This design comes from an exercise in tuning for small area, a short achievable clock period and few clock cycles on the open sky130 flow, not from production work. Only the layout flow was run in this run; the RTL was not checked for function there. Power and IR drop assume default switching activity.

--- design/flow/design.v ---
package fb_pkg;
	localparam int PKT_BITS = 52;
	localparam int SYM_FIELD_BITS = 8;
	localparam int COORD_BITS = 16;
	localparam int COLOR_BITS = 4;
	localparam int COLOR_WORD_BITS = 3 * COLOR_BITS;
	localparam logic [COLOR_BITS-1:0] DEFAULT_CHAN = COLOR_BITS'(5);
	typedef struct packed {
		logic [COLOR_WORD_BITS-1:0] color;
		logic [COORD_BITS-1:0]      width;
		logic [COORD_BITS-1:0]      height;
		logic [SYM_FIELD_BITS-1:0]  sym_id;
	} prog_pkt_t;
	typedef struct packed {
		logic [PKT_BITS-2*COORD_BITS-SYM_FIELD_BITS-1:0] rsvd;
		logic [COORD_BITS-1:0]                          top;
		logic [COORD_BITS-1:0]                          left;
		logic [SYM_FIELD_BITS-1:0]                      sym_id;
	} draw_pkt_t;
	typedef union packed {
		prog_pkt_t prog;
		draw_pkt_t draw;
	} pkt_word_t;
endpackage
`timescale 1ns/1ps
import fb_pkg::*;
module attr_tables
#(
	parameter int SYM_ID_BITS = 4
) (
	input  logic                       i_clk,
	input  logic                       n_btn_rst,
	input  logic                       i_prog_we,
	input  fb_pkg::pkt_word_t          i_pkt,
	input  logic [SYM_ID_BITS-1:0]     i_last_id,
	input  logic [SYM_ID_BITS-1:0]     i_dim_id,
	input  logic [SYM_ID_BITS-1:0]     i_color_id,
	output logic [1:0]                 o_width,
	output logic [1:0]                 o_height,
	output logic [COLOR_WORD_BITS-1:0] o_color
);
	localparam int NUM_SYMS = 1 << SYM_ID_BITS;
	logic [COLOR_WORD_BITS-1:0] color_mem  [NUM_SYMS];
	logic [1:0]                 width_mem  [NUM_SYMS];
	logic [1:0]                 height_mem [NUM_SYMS];
	logic [SYM_ID_BITS-1:0]     wr_id;
	logic [1:0]                 wr_width;
	logic [1:0]                 wr_height;
	logic                       color_we;
	logic [COLOR_WORD_BITS-1:0] color_wr;
	assign wr_id = i_pkt.prog.sym_id[SYM_ID_BITS-1:0];
	always_comb begin
		wr_width  = i_pkt.prog.width[1:0];
		if (i_pkt.prog.width[COORD_BITS-1:2] != '0) begin
			wr_width = 2'd3;
		end
		wr_height = i_pkt.prog.height[1:0];
		if (i_pkt.prog.height[COORD_BITS-1:2] != '0 || i_pkt.prog.height[1:0] == 2'd3) begin
			wr_height = 2'd2;
		end
	end
	always_ff @(posedge i_clk) begin
		if (i_prog_we) begin
			width_mem[wr_id]  <= wr_width;
			height_mem[wr_id] <= wr_height;
		end
	end
	always_ff @(posedge i_clk or negedge n_btn_rst) begin
		if (!n_btn_rst) begin
			color_we <= 1'b0;
		end else begin
			color_we <= i_prog_we;
		end
	end
	always_ff @(posedge i_clk) begin
		color_wr <= i_pkt.prog.color;
	end
	always_ff @(posedge i_clk) begin
		if (color_we) begin
			color_mem[i_last_id] <= color_wr;
		end
	end
	assign o_width  = width_mem[i_dim_id];
	assign o_height = height_mem[i_dim_id];
	assign o_color = color_mem[i_color_id];
endmodule
`timescale 1ns/1ps
import fb_pkg::*;
module draw_cmd_fifo
#(
	parameter int SYM_ID_BITS = 4
) (
	input  logic                   i_clk,
	input  logic                   n_btn_rst,
	input  logic                   i_push,
	input  fb_pkg::pkt_word_t      i_pkt,
	input  logic [1:0]             i_width,
	input  logic [1:0]             i_height,
	output logic                   o_valid,
	output logic [SYM_ID_BITS-1:0] o_id,
	output logic [1:0]             o_left,
	output logic [1:0]             o_top,
	output logic [1:0]             o_width,
	output logic [1:0]             o_height
);
	logic on_grid;
	assign on_grid = (i_pkt.draw.left[COORD_BITS-1:2] == '0) &&
	                 (i_pkt.draw.top[COORD_BITS-1:2] == '0) &&
	                 (i_pkt.draw.top[1:0] != 2'd3);
	always_ff @(posedge i_clk or negedge n_btn_rst) begin
		if (!n_btn_rst) begin
			o_valid <= 1'b0;
		end else begin
			o_valid <= i_push && on_grid;
		end
	end
	always_ff @(posedge i_clk) begin
		o_id     <= i_pkt.draw.sym_id[SYM_ID_BITS-1:0];
		o_left   <= i_pkt.draw.left[1:0];
		o_top    <= i_pkt.draw.top[1:0];
		o_width  <= i_width;
		o_height <= i_height;
	end
endmodule
`timescale 1ns/1ps
module sym_rasterizer
#(
	parameter int H_UNITS = 4,
	parameter int V_UNITS = 3
) (
	input  logic                         i_valid,
	input  logic [1:0]                   i_left,
	input  logic [1:0]                   i_top,
	input  logic [1:0]                   i_width,
	input  logic [1:0]                   i_height,
	output logic [H_UNITS*V_UNITS-1:0]   o_wr_mask
);
	logic [H_UNITS-1:0] col_hit;
	logic [V_UNITS-1:0] row_hit;
	logic [3:0]         x_reach;
	logic [3:0]         y_reach;
	assign x_reach = {i_width == 2'd3, i_width[1], i_width != 2'd0, 1'b1};
	assign y_reach = {i_height == 2'd3, i_height[1], i_height != 2'd0, 1'b1};
	always_comb begin
		for (int x = 0; x < H_UNITS; x++) begin
			col_hit[x] = 1'b0;
			for (int l = 0; l <= x; l++) begin
				col_hit[x] = col_hit[x] | ((i_left == 2'(l)) & x_reach[x - l]);
			end
		end
		for (int y = 0; y < V_UNITS; y++) begin
			row_hit[y] = 1'b0;
			for (int t = 0; t <= y; t++) begin
				row_hit[y] = row_hit[y] | ((i_top == 2'(t)) & y_reach[y - t]);
			end
		end
	end
	for (genvar u = 0; u < H_UNITS * V_UNITS; u++) begin : g_unit
		assign o_wr_mask[u] = i_valid && col_hit[u % H_UNITS] && row_hit[u / H_UNITS];
	end
endmodule
`timescale 1ns/1ps
module page_store #(
	parameter int SYM_ID_BITS = 4,
	parameter int H_UNITS = 4,
	parameter int V_UNITS = 3
) (
	input  logic                         i_clk,
	input  logic                         n_btn_rst,
	input  logic                         i_flip,
	input  logic [H_UNITS*V_UNITS-1:0]   i_wr_mask,
	input  logic [SYM_ID_BITS-1:0]       i_wr_id,
	input  logic [1:0]                   i_rd_col,
	input  logic [1:0]                   i_rd_row,
	input  logic [H_UNITS*V_UNITS-1:0]   i_clear_mask,
	output logic [SYM_ID_BITS-1:0]       o_rd_id
);
	localparam int NUM_UNITS = H_UNITS * V_UNITS;
	logic front_sel;
	always_ff @(posedge i_clk or negedge n_btn_rst) begin
		if (!n_btn_rst) begin
			front_sel <= 1'b0;
		end else if (i_flip) begin
			front_sel <= ~front_sel;
		end
	end
	logic [SYM_ID_BITS-1:0] unit_mem [2][NUM_UNITS];
	for (genvar p = 0; p < 2; p++) begin : g_page
		logic                   is_front;
		logic [SYM_ID_BITS-1:0] wr_data;
		assign is_front = (front_sel == 1'(p));
		assign wr_data  = is_front ? '0 : i_wr_id;
		for (genvar u = 0; u < NUM_UNITS; u++) begin : g_unit
			logic wr_en;
			assign wr_en = is_front ? i_clear_mask[u] : i_wr_mask[u];
			always_ff @(posedge i_clk) begin
				if (wr_en) begin
					unit_mem[p][u] <= wr_data;
				end
			end
		end
	end
	logic [SYM_ID_BITS-1:0] front_mem [NUM_UNITS];
	for (genvar u = 0; u < NUM_UNITS; u++) begin : g_front
		assign front_mem[u] = front_sel ? unit_mem[1][u] : unit_mem[0][u];
	end
	logic [SYM_ID_BITS-1:0] row_rd [V_UNITS];
	for (genvar y = 0; y < V_UNITS; y++) begin : g_row
		assign row_rd[y] = front_mem[y * H_UNITS + int'(i_rd_col)];
	end
	assign o_rd_id = i_rd_row[1] ? row_rd[2] : (i_rd_row[0] ? row_rd[1] : row_rd[0]);
endmodule
`timescale 1ns/1ps
import fb_pkg::*;
module pixel_colorer
#(
	parameter int SYM_ID_BITS = 4,
	parameter int H_UNITS = 4,
	parameter int V_UNITS = 3
) (
	input  logic                       i_clk,
	input  logic                       n_btn_rst,
	input  logic                       i_draw_en,
	input  logic [COORD_BITS-1:0]      i_sx,
	input  logic [COORD_BITS-1:0]      i_sy,
	input  logic [SYM_ID_BITS-1:0]     i_rd_id,
	input  logic [COLOR_WORD_BITS-1:0] i_color,
	output logic [1:0]                 o_rd_col,
	output logic [1:0]                 o_rd_row,
	output logic [H_UNITS*V_UNITS-1:0] o_clear_mask,
	output logic [SYM_ID_BITS-1:0]     o_color_id,
	output logic [COLOR_BITS-1:0]      o_color_r,
	output logic [COLOR_BITS-1:0]      o_color_g,
	output logic [COLOR_BITS-1:0]      o_color_b
);
	logic                   last_pix;
	logic                   en_q1;
	logic                   en_q2;
	logic [SYM_ID_BITS-1:0] id_q1;
	logic [SYM_ID_BITS-1:0] id_q2;
	assign o_rd_col = i_sx[3:2];
	assign o_rd_row = i_sy[3:2];
	assign last_pix = i_draw_en && (i_sx[1:0] == 2'd3) && (i_sy[1:0] == 2'd3);
	for (genvar u = 0; u < H_UNITS * V_UNITS; u++) begin : g_clr
		assign o_clear_mask[u] = last_pix && (i_sx[3:2] == 2'(u % H_UNITS)) &&
		                         (i_sy[3:2] == 2'(u / H_UNITS));
	end
	always_ff @(posedge i_clk) begin
		id_q1 <= i_rd_id;
		id_q2 <= id_q1;
	end
	assign o_color_id = id_q2;
	always_ff @(posedge i_clk or negedge n_btn_rst) begin
		if (!n_btn_rst) begin
			en_q1 <= 1'b0;
			en_q2 <= 1'b0;
		end else begin
			en_q1 <= i_draw_en;
			en_q2 <= en_q1;
		end
	end
	always_ff @(posedge i_clk) begin
		if (en_q2) begin
			o_color_r <= i_color[COLOR_BITS-1:0];
			o_color_g <= i_color[2*COLOR_BITS-1:COLOR_BITS];
			o_color_b <= i_color[3*COLOR_BITS-1:2*COLOR_BITS];
		end else begin
			o_color_r <= DEFAULT_CHAN;
			o_color_g <= DEFAULT_CHAN;
			o_color_b <= DEFAULT_CHAN;
		end
	end
endmodule
`timescale 1ns/1ps
import fb_pkg::*;
module framebuf_manager
#(
	parameter int SYM_ID_BITS = 4,
	parameter int H_UNITS = 4,
	parameter int V_UNITS = 3
) (
	input  logic                  i_clk,
	input  logic                  n_btn_rst,
	input  logic                  i_sym_mode,
	input  logic                  i_pkt_valid,
	input  fb_pkg::pkt_word_t     i_pkt,
	input  logic                  i_frame_end,
	input  logic                  i_draw_en,
	input  logic [COORD_BITS-1:0] i_sx,
	input  logic [COORD_BITS-1:0] i_sy,
	output logic [COLOR_BITS-1:0] o_color_r,
	output logic [COLOR_BITS-1:0] o_color_g,
	output logic [COLOR_BITS-1:0] o_color_b,
	output logic                  o_cmd_full,
	output logic                  o_draw_idle
);
	localparam int NUM_UNITS = H_UNITS * V_UNITS;
	logic                       prog_we;
	logic                       draw_we;
	logic [1:0]                 sym_width;
	logic [1:0]                 sym_height;
	logic                       cmd_valid;
	logic [SYM_ID_BITS-1:0]     cmd_id;
	logic [1:0]                 cmd_left;
	logic [1:0]                 cmd_top;
	logic [1:0]                 cmd_width;
	logic [1:0]                 cmd_height;
	logic [NUM_UNITS-1:0]       wr_mask;
	logic [NUM_UNITS-1:0]       clear_mask;
	logic [1:0]                 rd_col;
	logic [1:0]                 rd_row;
	logic [SYM_ID_BITS-1:0]     rd_id;
	logic [SYM_ID_BITS-1:0]     color_id;
	logic [COLOR_WORD_BITS-1:0] color_word;
	assign prog_we = i_pkt_valid && !i_sym_mode;
	assign draw_we = i_pkt_valid && i_sym_mode;
	assign o_cmd_full  = 1'b0;
	assign o_draw_idle = 1'b1;
	attr_tables #(.SYM_ID_BITS(SYM_ID_BITS)) u_attr (
		.i_clk(i_clk), .n_btn_rst(n_btn_rst), .i_prog_we(prog_we), .i_pkt(i_pkt),
		.i_last_id(cmd_id),
		.i_dim_id(i_pkt.draw.sym_id[SYM_ID_BITS-1:0]), .i_color_id(color_id),
		.o_width(sym_width), .o_height(sym_height), .o_color(color_word)
	);
	draw_cmd_fifo #(.SYM_ID_BITS(SYM_ID_BITS)) u_fifo (
		.i_clk(i_clk), .n_btn_rst(n_btn_rst), .i_push(draw_we), .i_pkt(i_pkt),
		.i_width(sym_width), .i_height(sym_height),
		.o_valid(cmd_valid), .o_id(cmd_id), .o_left(cmd_left), .o_top(cmd_top),
		.o_width(cmd_width), .o_height(cmd_height)
	);
	sym_rasterizer #(.H_UNITS(H_UNITS), .V_UNITS(V_UNITS)) u_rast (
		.i_valid(cmd_valid), .i_left(cmd_left), .i_top(cmd_top),
		.i_width(cmd_width), .i_height(cmd_height), .o_wr_mask(wr_mask)
	);
	page_store #(.SYM_ID_BITS(SYM_ID_BITS), .H_UNITS(H_UNITS), .V_UNITS(V_UNITS)) u_pages (
		.i_clk(i_clk), .n_btn_rst(n_btn_rst), .i_flip(i_frame_end), .i_wr_mask(wr_mask), .i_wr_id(cmd_id),
		.i_rd_col(rd_col), .i_rd_row(rd_row), .i_clear_mask(clear_mask), .o_rd_id(rd_id)
	);
	pixel_colorer #(.SYM_ID_BITS(SYM_ID_BITS), .H_UNITS(H_UNITS), .V_UNITS(V_UNITS)) u_colorer (
		.i_clk(i_clk), .n_btn_rst(n_btn_rst), .i_draw_en(i_draw_en),
		.i_sx(i_sx), .i_sy(i_sy), .i_rd_id(rd_id), .i_color(color_word),
		.o_rd_col(rd_col), .o_rd_row(rd_row), .o_clear_mask(clear_mask),
		.o_color_id(color_id),
		.o_color_r(o_color_r), .o_color_g(o_color_g), .o_color_b(o_color_b)
	);
endmodule
--- design/flow/flow/run.sh ---
#!/bin/bash
# The standard layout (the standard.sh, unchanged synthesis and steps),
# with every input and output port buffered by a plain buf_2 instead of the
# cell buffer_ports picks by default. All tool output goes to flow.log
set -o pipefail
bash standard.sh "BUFFER_PORTS_ARGS=-buffer_cell sky130_fd_sc_hd__buf_2" finish > flow.log 2>&1
--- design/flow/standard.sh ---
#!/bin/bash
# synth_recipe.tcl (not shown) runs the flow's synth.tcl, then flattens the netlist and writes it again
# the make line also repeats each setting of config.mk as NAME=value (left out here)
make -C /OpenROAD-flow-scripts/flow DESIGN_CONFIG=/design/flow/config.mk WORK_HOME=/design/flow/orfs CLKGATE_MAP_FILE= SYNTH_SCRIPT=/design/flow/synth_recipe.tcl "${@:-finish}"
--- design/flow/config.mk ---
export PLATFORM = sky130hd
export DESIGN_NAME = framebuf_manager
export DESIGN_NICKNAME = framebuf_manager
export VERILOG_FILES = /design/flow/design.v
export SDC_FILE = /design/flow/constraint.sdc
export NUM_CORES = 4
export LEC_CHECK = 0
export CAP_MARGIN = 20
export CORE_MARGIN = 2
export CORE_UTILIZATION = 65
export CTS_BUF_LIST = sky130_fd_sc_hd__clkbuf_16
export CTS_CLUSTER_DIAMETER = 100
export CTS_CLUSTER_SIZE = 30
export PLACE_DENSITY = 0.7
export SETUP_SLACK_MARGIN = 3.85
export SLEW_MARGIN = 20
--- design/flow/constraint.sdc ---
create_clock -name core_clock -period 6.0 [get_ports {i_clk}]
set_input_delay 1.2000 -clock core_clock [delete_from_list [all_inputs] [get_ports {i_clk}]]
set_output_delay 1.2000 -clock core_clock [all_outputs]
set_load 0.01 [all_outputs]
==> impl_metrics.ini <==
[synthesis]
yosysWarnings = 8
netlist_top_cells_area = edfxtp_1 (69%), mux4_2 (9.1%), dfxtp_1 (5.7%)
synth_nets = 879
synthDistinctLibCells = 42
synth_area_leader_cell = edfxtp_1
netlist_instances = 789
ys.flop_type = edfxtp_1
yosysMostFrequentCell = edfxtp_1
async_reset_ff_share_pct = 1.247
synth_edf_count = 352
ys_ff_latch = 401
syn_area_sq_um = 15390
synth.avg_cell_area_sq_um = 19.50
ys_seq_area_share_pct = 75.23
synth_top_area_share_pct = 68.69
synth_common_cells = edfxtp_1 (352), mux4_2 (62), dfxtp_1 (44)

[global_route]
globalRouteOverflowTotal = 0
grt_pass1_vias = 7504
antenna_found_initial = 0
grt_max_degree = 49
grt_pass1_wl_um = 44460
grt_use_total_pct = 24.48

[timing]
final-setup-viol-count = 0
skew_ps = 17.67
fin_crit_sh_pct = 36.20
rsz0062_at_grt = yes
hold_slack_ps = 345.2
fmax_ghz = 0.4603
layout_min_cycle_time_ps = 2172
max_slew.worst_pin.slew_ps = 1093
hold_viol = 0
max_slew_margin_pct = 26.98
slew_viol_final = 0
setup_tns_ps = 0

[route]
route.detailed.drc = 0
wirelength_um = 30030
firstDrtPassIters = 8
vias = 7619
wl_per_cell_um = 25.00
ant_nets = 0
viasPerCell = 6.344
drt_iter0_drc = 731

[final_layout]
drive_gt1_share_pct = 32.99
n_antenna_cell = 0
fill_cells = 1352
stdcell_area_sq_um = 17170
multi_input_area_sq_um = 3899
seq_area_sq_um = 11600
fin_nets = 962
finalCoreUtilization_pct = 73.60
area_growth_pct = 11.60

[setup_path]
reg2reg_from = u_pages.front_sel$_DFFE_PN0P_
path_max_fanout = 1
r2r_cells = 3
path_buf_inv = 1
start_kind = flop
critPathTopFamily = flip-flops
critical_path.startpoint = u_colorer.o_color_b[2]$_SDFF_PN1_
max_stage_delay_ps = 350
crit_slowest_cell = dfxtp_2
critPathArrivalTime_ps = 970
r2r_end = u_pages.unit_mem[15][2]$_DFFE_PP_
worst-endpoint-required_ps = 4800
reg2reg_slack_ps = 3910
path_class = flop to output port
cp-end-kind = output port
crit_chain = buf_6

[placement]
io_buffer_count = 73
placed_area_sq_um = 16290
dpl.hpwl_um = 18430
globalplace.congestion = 0.8096

[floorplanning]
start_util_pct = 65.95
rows = 56
ios = 104
core_sq_um = 23330
fp.dieH_um = 157.9
fp.dieW_um = 157.9
fp.dieArea_sq_um = 24920

[min_path]
min_from = u_colorer.id_q1[1]$_DFF_P_
hold_depth = 0
hold_end = u_colorer.id_q2[1]$_DFF_P_
worstHoldPathType = flop to flop

[clock_network]
clkLatencyLatePin_ps = 510
cts_num_sinks = 401
clk_path_buf_depth = 3
cts_buffers = 17
h-tree-depth = 1
path_clk_slew_ps = 110
cts_tree = built
root_buffer = clkbuf_16

[run]
drv_cap = 0

[pwr]
p_leak_nw = 5.687
total_power_mw = 5.509
peakVddDrop_uv = 378.0
powerDensity_nw_per_um2 = 320.8

[run_status]
outcome = complete, no violations
cells by family after synthesis:
family,count (synthesis),synth area share (%)
AND/OR/NAND/NOR,157,5.090
XOR/XNOR,1,0.05693
AO/OA/AOI/OAI,57,2.326
multiplexers,126,15.60
flip-flops,401,75.23
buffers and inverters,45,1.651
other,2,0.04881
registers in the layout, summed over array words and instances, names as in the netlist, 4 cells and up:
register,count
u_colorer.o_color_b,4
u_colorer.id_q2,4
u_attr.height_mem,32
u_colorer.o_color_r,4
u_attr.color_wr,12
u_colorer.id_q1,4
u_fifo.o_id,4
u_attr.width_mem,32
u_colorer.o_color_g,4
u_attr.color_mem,192
u_pages.unit_mem,96
placed cells by master, fill, tap and decap left out, types with 6 or more instances in the layout:
cell type  synthesis  final
a22oi_1           10     10
buf_2             10     59
buf_4              7     25
buf_6              4     15
clkbuf_16          0     17
dfxtp_1           44     31
dfxtp_2            0     12
edfxtp_1         352    352
inv_1              3     14
mux2i_1           38     38
mux4_1            22      8
mux4_2            62     76
nand2_1           41     39
nand3_1           26     25
nand4_1            7      7
nor2_1            33     17
nor2_2             0     11
o211ai_1          10     10
o21ai_2            0     18
o21ai_4            0      6
o22ai_1            6      6
per-layer routing:
metal,wire length (um),up-vias,global-route usage (%)
met5,0,-,0
met4,727,0,6.450
met3,1749,55,2.737
met2,15190,323,40.56
met1,12370,3896,35.62
li1,-,3345,-
power by group:
part / switching [mW] / internal [mW]
combinational: 0.506 / 0.451
clock: 0.787 / 0.534
sequential: 0.0784 / 3.15
layout make-up:
type | instances | area share, %
clock buffer | 17 | 2.477
sequential | 401 | 67.55
clock inverter | 12 | 0.3570
inverter | 3 | 0.06558
multi-input combinational | 343 | 22.70
timing repair buffer | 106 | 4.525
tap | 319 | 2.324
per-stage QoR:
| step | setup slack (ps) | cells |
|---|---|---|
| after floorplan | 3475 | 789 |
| after global placement | 2995 | 1156 |
| after detailed placement | 2926 | 1156 |
| after CTS | 3806 | 1193 |
| after global routing | 3798 | 1201 |
| final | 3828 | 1201 |
how the worst max path moves through the flow:
stage	to	cells after the start
global route	u_pages.unit_mem[8][1]$_DFFE_PP_	7
finish	o_color_b[2]	1
floorplan	u_pages.unit_mem[5][0]$_DFFE_PP_	4
global placement	u_pages.unit_mem[1][3]$_DFFE_PP_	4
CTS	o_color_b[3]	1
detailed placement	u_pages.unit_mem[9][1]$_DFFE_PP_	4
timing repair:
action / 4_1_cts / 5_1_grt
setup buffers: 8 / 8
pin swaps: 4 / 5
gates resized for setup: 25 / 28
setup endpoints to repair: 154 / 97
hold buffers: 0 / 0
cloned: 0 / 0

separate check: timing with driven ports:
No port has a modelled driver above. Below, the same layout with a new extraction and two added sets of constraints.
Step 1 (the two cells are an assumption about what drives the block):
set clk [get_ports {i_clk}]
set_driving_cell -lib_cell sky130_fd_sc_hd__clkbuf_16 $clk
set_driving_cell -lib_cell sky130_fd_sc_hd__buf_2 [delete_from_list [all_inputs] $clk]
Step 2 also shifts input and output timing later by t, the mid clock arrival at the registers, as if the neighbouring blocks saw the same clock.
a / b / c = no drivers / after step 1 / after step 2; a / b = the first two.
t (ns): 0.553
setup WS [ns]: 3.828 / 3.778 / 3.334
worst hold slack (ns): 0.345 / 0.345 / 0.345
worst setup path after step 2: input to register
clock arrival spread, ns: 0.026 / 0.026
After both steps this run still meets setup and hold. The setup slack of this run moves by -0.050 ns with the drivers and by -0.494 ns with both steps.
